Background: an optimization exercise with open tools, aiming at small area. Do not read the settings as production practice.
The RTL was checked by simulation tests, not by an equivalence proof against the original design.
No activity file was given, so power comes from the tool's default toggle rates.

`flow/design.v`:
```
`default_nettype none
module pdm_sampler (
    input  logic clk_i,
    input  logic rst_n_i,
    input  logic pdm_data_i,
    output logic pdm_clk_o,
    output logic pdm_bit_o,
    output logic pdm_valid_o
);
    localparam int CNT_W = ($clog2(4) > 0) ? $clog2(4) : 1;
    logic [CNT_W-1:0] div_cnt;
    logic             pdm_clk_q;
    logic             half_end;
    logic [1:0]       sync_q;
    logic             valid_q;
    assign half_end = (div_cnt == CNT_W'(4 - 1));   
    always_ff @(posedge clk_i) begin
        if (!rst_n_i) begin
            div_cnt   <= '0;
            pdm_clk_q <= 1'b0;
        end else if (half_end) begin
            div_cnt   <= '0;
            pdm_clk_q <= ~pdm_clk_q;
        end else begin
            div_cnt <= div_cnt + 1'b1;
        end
    end
    always_ff @(posedge clk_i) begin
        sync_q <= {sync_q[0], pdm_data_i};   
    end
    always_ff @(posedge clk_i) begin
        if (!rst_n_i) begin
            valid_q <= 1'b0;
        end else begin
            valid_q <= pdm_clk_q & half_end;   
        end
    end
    assign pdm_clk_o   = pdm_clk_q;
    assign pdm_bit_o   = sync_q[1];
    assign pdm_valid_o = valid_q;
endmodule
`default_nettype wire
`default_nettype none
module cic_filter (
    input  logic                    clk_i,
    input  logic                    rst_n_i,
    input  logic                    clear_i,
    input  logic [7-1:0] decim_i,
    input  logic                    pdm_bit_i,
    input  logic                    pdm_valid_i,
    output logic [32-1:0]               pcm_o,
    output logic                    pcm_valid_o
);
    localparam int N = 4;
    localparam int W = 32;
    logic [7-1:0] decim_cnt;
    logic                    fire;
    assign fire = pdm_valid_i && (decim_cnt == decim_i - 1'b1);
    always_ff @(posedge clk_i) begin
        if (!rst_n_i || clear_i) begin
            decim_cnt <= '0;
        end else if (fire) begin
            decim_cnt <= '0;                   
        end else if (pdm_valid_i) begin
            decim_cnt <= decim_cnt + 1'b1;
        end
    end
    logic [W-1:0] integ_in [N];
    logic [W-1:0] integ_ff [N];
    for (genvar i = 0; i < N; i++) begin : g_integ
        if (i == 0) begin : g_head
            assign integ_in[i] = W'(pdm_bit_i);   
        end else begin : g_tail
            assign integ_in[i] = integ_ff[i-1];   
        end
        always_ff @(posedge clk_i) begin
            if (!rst_n_i || clear_i) begin
                integ_ff[i] <= '0;
            end else if (pdm_valid_i) begin
                integ_ff[i] <= integ_ff[i] + integ_in[i];   
            end
        end
    end
    logic [W-1:0] comb_in  [N];
    logic [W-1:0] comb_dly [N];
    logic [W-1:0] comb_ff  [N];
    for (genvar i = 0; i < N; i++) begin : g_comb
        if (i == 0) begin : g_head
            assign comb_in[i] = integ_ff[N-1];
        end else begin : g_tail
            assign comb_in[i] = comb_ff[i-1];
        end
        always_ff @(posedge clk_i) begin
            if (!rst_n_i || clear_i) begin
                comb_dly[i] <= '0;
                comb_ff[i]  <= '0;
            end else if (fire) begin
                comb_dly[i] <= comb_in[i];                  
                comb_ff[i]  <= comb_in[i] - comb_dly[i];
            end
        end
    end
    logic [N-1:0] fill_q;
    always_ff @(posedge clk_i) begin
        if (!rst_n_i || clear_i) begin
            fill_q <= '0;
        end else if (fire) begin
            fill_q <= {fill_q[N-2:0], 1'b1};
        end
    end
    assign pcm_valid_o = fill_q[N-1] & fire & ~clear_i;
    assign pcm_o       = comb_ff[N-1];
endmodule
`default_nettype wire
`default_nettype none
module pcm_fifo (
    input  logic      clk_i,
    input  logic      rst_n_i,
    input  logic      clear_i,
    input  logic      wr_i,
    input  logic [32-1:0] wr_data_i,
    input  logic      rd_i,
    output logic [32-1:0] rd_data_o,
    output logic      empty_o,
    output logic      overflow_o
);
    localparam int AW = $clog2(8);
    logic [32-1:0]   mem [8];
    logic [32-1:0]   rd_data_q;
    logic [AW:0] wr_ptr;        
    logic [AW:0] rd_ptr;
    logic        full;
    logic        wr_ok;
    logic        overflow_q;
    assign empty_o = (wr_ptr == rd_ptr);
    assign full    = (wr_ptr[AW] != rd_ptr[AW]) && (wr_ptr[AW-1:0] == rd_ptr[AW-1:0]);
    assign wr_ok   = wr_i & ~full;   
    always_ff @(posedge clk_i) begin
        if (!rst_n_i || clear_i) begin
            wr_ptr <= '0;
            rd_ptr <= '0;
        end else begin
            if (wr_ok) begin
                wr_ptr <= wr_ptr + 1'b1;
            end
            if (rd_i) begin
                rd_ptr <= rd_ptr + 1'b1;
            end
        end
    end
    always_ff @(posedge clk_i) begin
        if (!rst_n_i || clear_i) begin
            overflow_q <= 1'b0;
        end else if (wr_i && full) begin
            overflow_q <= 1'b1;   
        end
    end
    always_ff @(posedge clk_i) begin
        if (wr_ok) begin
            mem[wr_ptr[AW-1:0]] <= wr_data_i;
        end
    end
    always_ff @(posedge clk_i) begin
        if (rd_i) begin
            rd_data_q <= mem[rd_ptr[AW-1:0]];   
        end
    end
    assign rd_data_o  = rd_data_q;
    assign overflow_o = overflow_q;
endmodule
`default_nettype wire
`default_nettype none
module pcm_reader (
    input  logic                    clk_i,
    input  logic                    rst_n_i,
    input  logic                    rd_en_i,
    input  logic                    empty_i,
    input  logic [32-1:0]               word_i,
    output logic                    pop_o,
    output logic [16-1:0] audio_o,
    output logic                    audio_valid_o,
    output logic                    clip_o
);
    logic                    pend_q;
    logic                    over;
    logic [16-1:0] audio_q;
    logic                    valid_q;
    logic                    clip_q;
    assign pop_o = rd_en_i & ~empty_i & ~pend_q;
    always_ff @(posedge clk_i) begin
        if (!rst_n_i) begin
            pend_q <= 1'b0;
        end else begin
            pend_q <= pop_o;   
        end
    end
    assign over = (word_i[32-1:16] != '0);   
    always_ff @(posedge clk_i) begin
        if (!rst_n_i) begin
            valid_q <= 1'b0;
            clip_q  <= 1'b0;
        end else begin
            valid_q <= pend_q;
            if (pend_q) begin
                clip_q <= over;
            end
        end
    end
    always_ff @(posedge clk_i) begin
        if (pend_q) begin
            audio_q <= over ? '1 : word_i[16-1:0];
        end
    end
    assign audio_o       = audio_q;
    assign audio_valid_o = valid_q;
    assign clip_o        = clip_q;
endmodule
`default_nettype wire
`default_nettype none
module pdm_mic_top (
    input  logic                    clk_i,
    input  logic                    rst_n_i,
    input  logic                    clear_i,
    input  logic [7-1:0] decim_i,
    input  logic                    pdm_data_i,
    input  logic                    rd_en_i,
    output logic                    pdm_clk_o,
    output logic [16-1:0] audio_o,
    output logic                    audio_valid_o,
    output logic                    clip_o,
    output logic                    overflow_o
);
    logic      pdm_bit;      
    logic      pdm_valid;
    logic [32-1:0] pcm_word;     
    logic      pcm_valid;
    logic [32-1:0] fifo_word;
    logic      fifo_empty;
    logic      fifo_pop;
    pdm_sampler pdm_sampler_i (
        .clk_i       (clk_i),
        .rst_n_i     (rst_n_i),
        .pdm_data_i  (pdm_data_i),
        .pdm_clk_o   (pdm_clk_o),
        .pdm_bit_o   (pdm_bit),
        .pdm_valid_o (pdm_valid)
    );
    cic_filter cic_filter_i (
        .clk_i       (clk_i),
        .rst_n_i     (rst_n_i),
        .clear_i     (clear_i),
        .decim_i     (decim_i),
        .pdm_bit_i   (pdm_bit),
        .pdm_valid_i (pdm_valid),
        .pcm_o       (pcm_word),
        .pcm_valid_o (pcm_valid)
    );
    pcm_fifo pcm_fifo_i (
        .clk_i      (clk_i),
        .rst_n_i    (rst_n_i),
        .clear_i    (clear_i),
        .wr_i       (pcm_valid),
        .wr_data_i  (pcm_word),
        .rd_i       (fifo_pop),
        .rd_data_o  (fifo_word),
        .empty_o    (fifo_empty),
        .overflow_o (overflow_o)
    );
    pcm_reader pcm_reader_i (
        .clk_i         (clk_i),
        .rst_n_i       (rst_n_i),
        .rd_en_i       (rd_en_i),
        .empty_i       (fifo_empty),
        .word_i        (fifo_word),
        .pop_o         (fifo_pop),
        .audio_o       (audio_o),
        .audio_valid_o (audio_valid_o),
        .clip_o        (clip_o)
    );
endmodule
`default_nettype wire
```
`flow/run.sh`:
```
#!/bin/bash
# synth_recipe.tcl (not shown) runs the flow's synth.tcl, then flattens the netlist and writes it again
# the make line also repeats each setting of config.mk as NAME=value (left out here)
make -C /OpenROAD-flow-scripts/flow DESIGN_CONFIG=/design/flow/config.mk WORK_HOME=/design/flow/orfs CLKGATE_MAP_FILE= SYNTH_SCRIPT=/design/flow/synth_recipe.tcl finish
```
`flow/config.mk`:
```
export PLATFORM = sky130hd
export DESIGN_NAME = pdm_mic_top
export DESIGN_NICKNAME = pdm_mic_top
export VERILOG_FILES = /design/flow/design.v
export SDC_FILE = /design/flow/constraint.sdc
export NUM_CORES = 4
export LEC_CHECK = 0
export CAP_MARGIN = 20
export CORE_MARGIN = 2
export CORE_UTILIZATION = 40
export SLEW_MARGIN = 20
```
`flow/constraint.sdc`:
```
create_clock -name core_clock -period 10.0 [get_ports {clk_i}]
set_input_delay 2.0000 -clock core_clock [delete_from_list [all_inputs] [get_ports {clk_i}]]
set_output_delay 2.0000 -clock core_clock [all_outputs]
set_load 0.01 [all_outputs]
```
==> key figures <==
Timing
  • Max-slew headroom: a little over a quarter
  • Final setup fails: 0
  • Final hold vios: 0
  • Slew Viols, Final: 0
  • Worst slew pin tran: 1.06 ns
  • Fmax: 189 MHz
  • Tmin final: 5.28 ns
  • Worst-case clock skew: between 0.02 and 0.025 ns
  • Final setup TNS: 0 ns
  • RSZ-0062 raised after global routing: false
  • Final worst path period share: 52.8%

Global routing
  • GRT overflow: 0
  • Vias in the first global route: 25.1k
  • Largest net degree at the start of global routing: 208
  • First-pass GRT wire length: 125 mm
  • Initial antenna violation count: 0
  • Tot GR Track Use: between 10% and 20%

Floorplan
  • Die height: 306 um
  • Number of top-level pins: 32
  • Die W: 306 um
  • Die area: 93900 um2
  • Starting Density: just over 40%
  • Core Rows: 110
  • Core area: between 90000 and 100000 um2

Yosys
  • Post-Synth XOR/XNOR Area: under 10%
  • Main combinational cell family by area after synthesis: simple AND/OR/NAND/NOR gates
  • Number of synthesized flops with an enable pin: ~300
  • Ys Warns: 9
  • Mux contribution to synthesized area: 6.62%
  • Post-synth ARST share: 0%
  • Synth Area in Simple Gates: between 10 and 15%
  • Register area share after synthesis: 47.5%
  • Most used flip-flop cell after synthesis: dfxtp_1
  • Synth Area in Adders: 8.04%
  • Syn_area_per_cell: 9.88 um2
  • Post-Syn Instances: between 3k and 4k
  • Synthesized net count: 3945
  • Mapped Area: 36600 um2
  • Compound-Gate Fraction of Synth Area: 14.8%
  • Post-synthesis register bit count: 717
  • Yosys cell types: 76

Clock network
  • Hold-fix buffers at CTS: 0
  • Clock sink count: ~720
  • CTS tree: done
  • Cts repair resizes: 0
  • Clock root buffer: clkbuf_16
  • Clk Latency, worst-skew pair: 0.63 ns
  • TritonCTS Buffers: between 70 and 80
  • H-tree depth: 3
  • Worst-path clk slew: approximately 0.060 ns
  • Setup Fix Bufs, Post-CTS: 0
  • Bufs on Longest Clock Path: 3

Worst setup path
  • Buffers & Inverters on Critical Path: 3
  • CP max stage cell: nor2_4
  • Chain of cells forming the critical path: clkdlybuf4s50_1, inv_1, ha_1, nand2b_1, nor4_1, xnor2_1, nand4_1, a211o_4, nor4b_4, nand2b_1, nor2_4, buf_16
  • Worst setup EP type: register
  • WP data required: 10.33 ns
  • Critical path's largest stage delay: about 0.56 ns
  • Type of the worst setup path: input port to register
  • Critical path arrival: 5.61 ns
  • CP Max Fanout: 28
  • Most frequent cell on the critical path: nand2b_1
  • Reg2reg path depth: 11
  • Critical path depth in cells: 12
  • Startpoint types: input port
  • Top Family by Delay on Critical Path: simple AND/OR/NAND/NOR gates

Layout
  • Syn-to-layout area delta: 11.3%
  • Final core utilization: 45.1%
  • # diodes: 0
  • Most common cell after layout, fill and taps aside: nand2_1
  • Total Nets Final: between 3k and 4k
  • Most frequent cells in the layout: nand2_1, dfxtp_1, a21oi_1
  • Layout cells sized above 1: under 10%
  • Final non-filler cell area: 40700 um2

Route
  • DRT Pass-1 Iters: 5
  • Drt via density: 5.22
  • Post-DR wirelength/cell: 15.2 um
  • Drt first-iter violations: 1282
  • Vias: around 26k
  • WL final: around 75 mm
  • DRC viols: 0
  • Final ANT Viol Nets: 0

Place
  • GPL Wtd Cong: ~0.82
  • # port buffers: 31
  • Post-placement cell area: around 38000 um2
  • Post-DP HPWL: 48.8 mm

Power and ir drop
  • P_leak: between 10 and 15 nW
  • Peak supply drop: 0.000121 V
  • Power density over the cells: 144 nW/um2

Worst hold path
  • Worst Hold Class: register to register
  • Hold Path Cell Cnt: 0

Status
  • Status: complete, no violations

Job
  • Maxcap violations: 0
## flip-flops by register name, summed over array words and instances, names as in the netlist, 2 cells and up
register,cells
pcm_fifo_i.mem,256
cic_filter_i.comb_dly,128
cic_filter_i.comb_ff,128
cic_filter_i.integ_ff,128
pcm_fifo_i.rd_data_q,32
pcm_reader_i.audio_q,16
cic_filter_i.decim_cnt,7
cic_filter_i.fill_q,4
pcm_fifo_i.rd_ptr,4
pcm_fifo_i.wr_ptr,4
pdm_sampler_i.div_cnt,2
pdm_sampler_i.sync_q,2
## area by class of cell
cell class | instances | area, um2
inverters | 159 | 597
repair buffers | 58 | 643
clock buffers | 98 | 2080
clock inverters | 39 | 419
flip-flops and latches | 717 | 17400
multi-input cells | 2674 | 18100
fillers | 8579 | 49600
well taps | 1176 | 1470
## stage by stage
stage,setup WS (ns),total power (W),hold slack [ns],instances
floorplan,3.54,0.00312,0.310,3702
global placement,3.81,0.00315,0.383,4779
detailed placement,3.78,0.00315,0.380,4780
CTS,4.45,0.00596,0.388,4917
global route,4.41,0.00608,0.379,4921
finish,4.72,0.00588,0.385,4921
## report_power, final
| group | internal (W) | switching [W] |
|---|---|---|
| combinational | 0.0000123 | 0.0000408 |
| clock | 0.00159 | 0.00120 |
| sequential | 0.00303 | 0.00000100 |
| total | 0.00463 | 0.00124 |
## synth_stat cells (all sizes together) (64+ instances only)
master | number | share of area [%]
xnor2 | 93 | 2.2
clkbuf | 133 | 1.4
nand2 | 558 | 5.7
nor2 | 224 | 2.3
a21oi | 372 | 5.1
xor2 | 111 | 2.7
mux4 | 64 | 3.9
nand3 | 85 | 1.2
dfxtp | 413 | 23
ha | 224 | 7.7
inv | 159 | 1.6
a21o | 113 | 2.3
edfxtp | 304 | 25
o21ai | 168 | 2.3
## kinds of logic after synthesis
logic type / Yosys count
AOI/OAI and AO/OA: 891
xor gates and xnor gates: 204
adders and majority gates: 231
buffers and inverters: 311
DFF: 717
muxes: 158
and+or+nand+nor: 1190
## final timing paths
path / from / end / slack [ns]
setup reg to reg: cic_filter_i.comb_ff[0][0] / cic_filter_i.comb_ff[1][29] / 6.21
setup / recovery: decim_i[0] / pcm_fifo_i.mem[2][1] / 4.72
hold reg to reg: pdm_sampler_i.sync_q[0] / pdm_sampler_i.sync_q[1] / 0.38
hold / removal: pdm_sampler_i.sync_q[0] / pdm_sampler_i.sync_q[1] / 0.38
## metal layers
layer  global-route usage (%)  wire length, um  vias up  part of all wire, %
met4                     5.24             2240        0                  3.0
met1                     19.4            33300    11900                   44
met2                     29.3            37400      308                   50
met3                     2.03             1900      142                  2.5
li1                         -                -    13300                    -
met5                        0                0        -                    0
## worst reg2reg max path, delay by kind of cell, from the launching register on
family | cells | cell delay, ns
AOI/OAI and AO/OA | 6 | 2.61
adders and majority gates | 1 | 0.22
buffers and inverters | 1 | 0.05
DFF | 1 | 0.34
and+or+nand+nor | 3 | 0.48

-- what the ideal ports hide --
In the flow no input, the clock included, has a driving cell. The finished layout below was timed again as built, in two steps. Step 1 assumes that a clkbuf_16 drives the clock port and a buf_2 every other input. Step 2 moves the port delays by t, midway between the first and last clock arrival at a register: inputs arrive t later, outputs are due t later. That takes back most of the time a late clock gives input paths. Slacks: ideal ports / drivers / drivers and shift; pairs: ideal ports / drivers.
shift t [ns]: 0.684
slack for setup (ns): 4.716 / 4.750 / 4.066
worst hold slack (ns): 0.385 / 0.385 / 0.385
worst data-port slew with drivers (ns): 0.07
After both steps setup and hold are still met in this run. For this run, drivers alone change the setup slack by +0.034 ns; drivers and shift together by -0.650 ns.
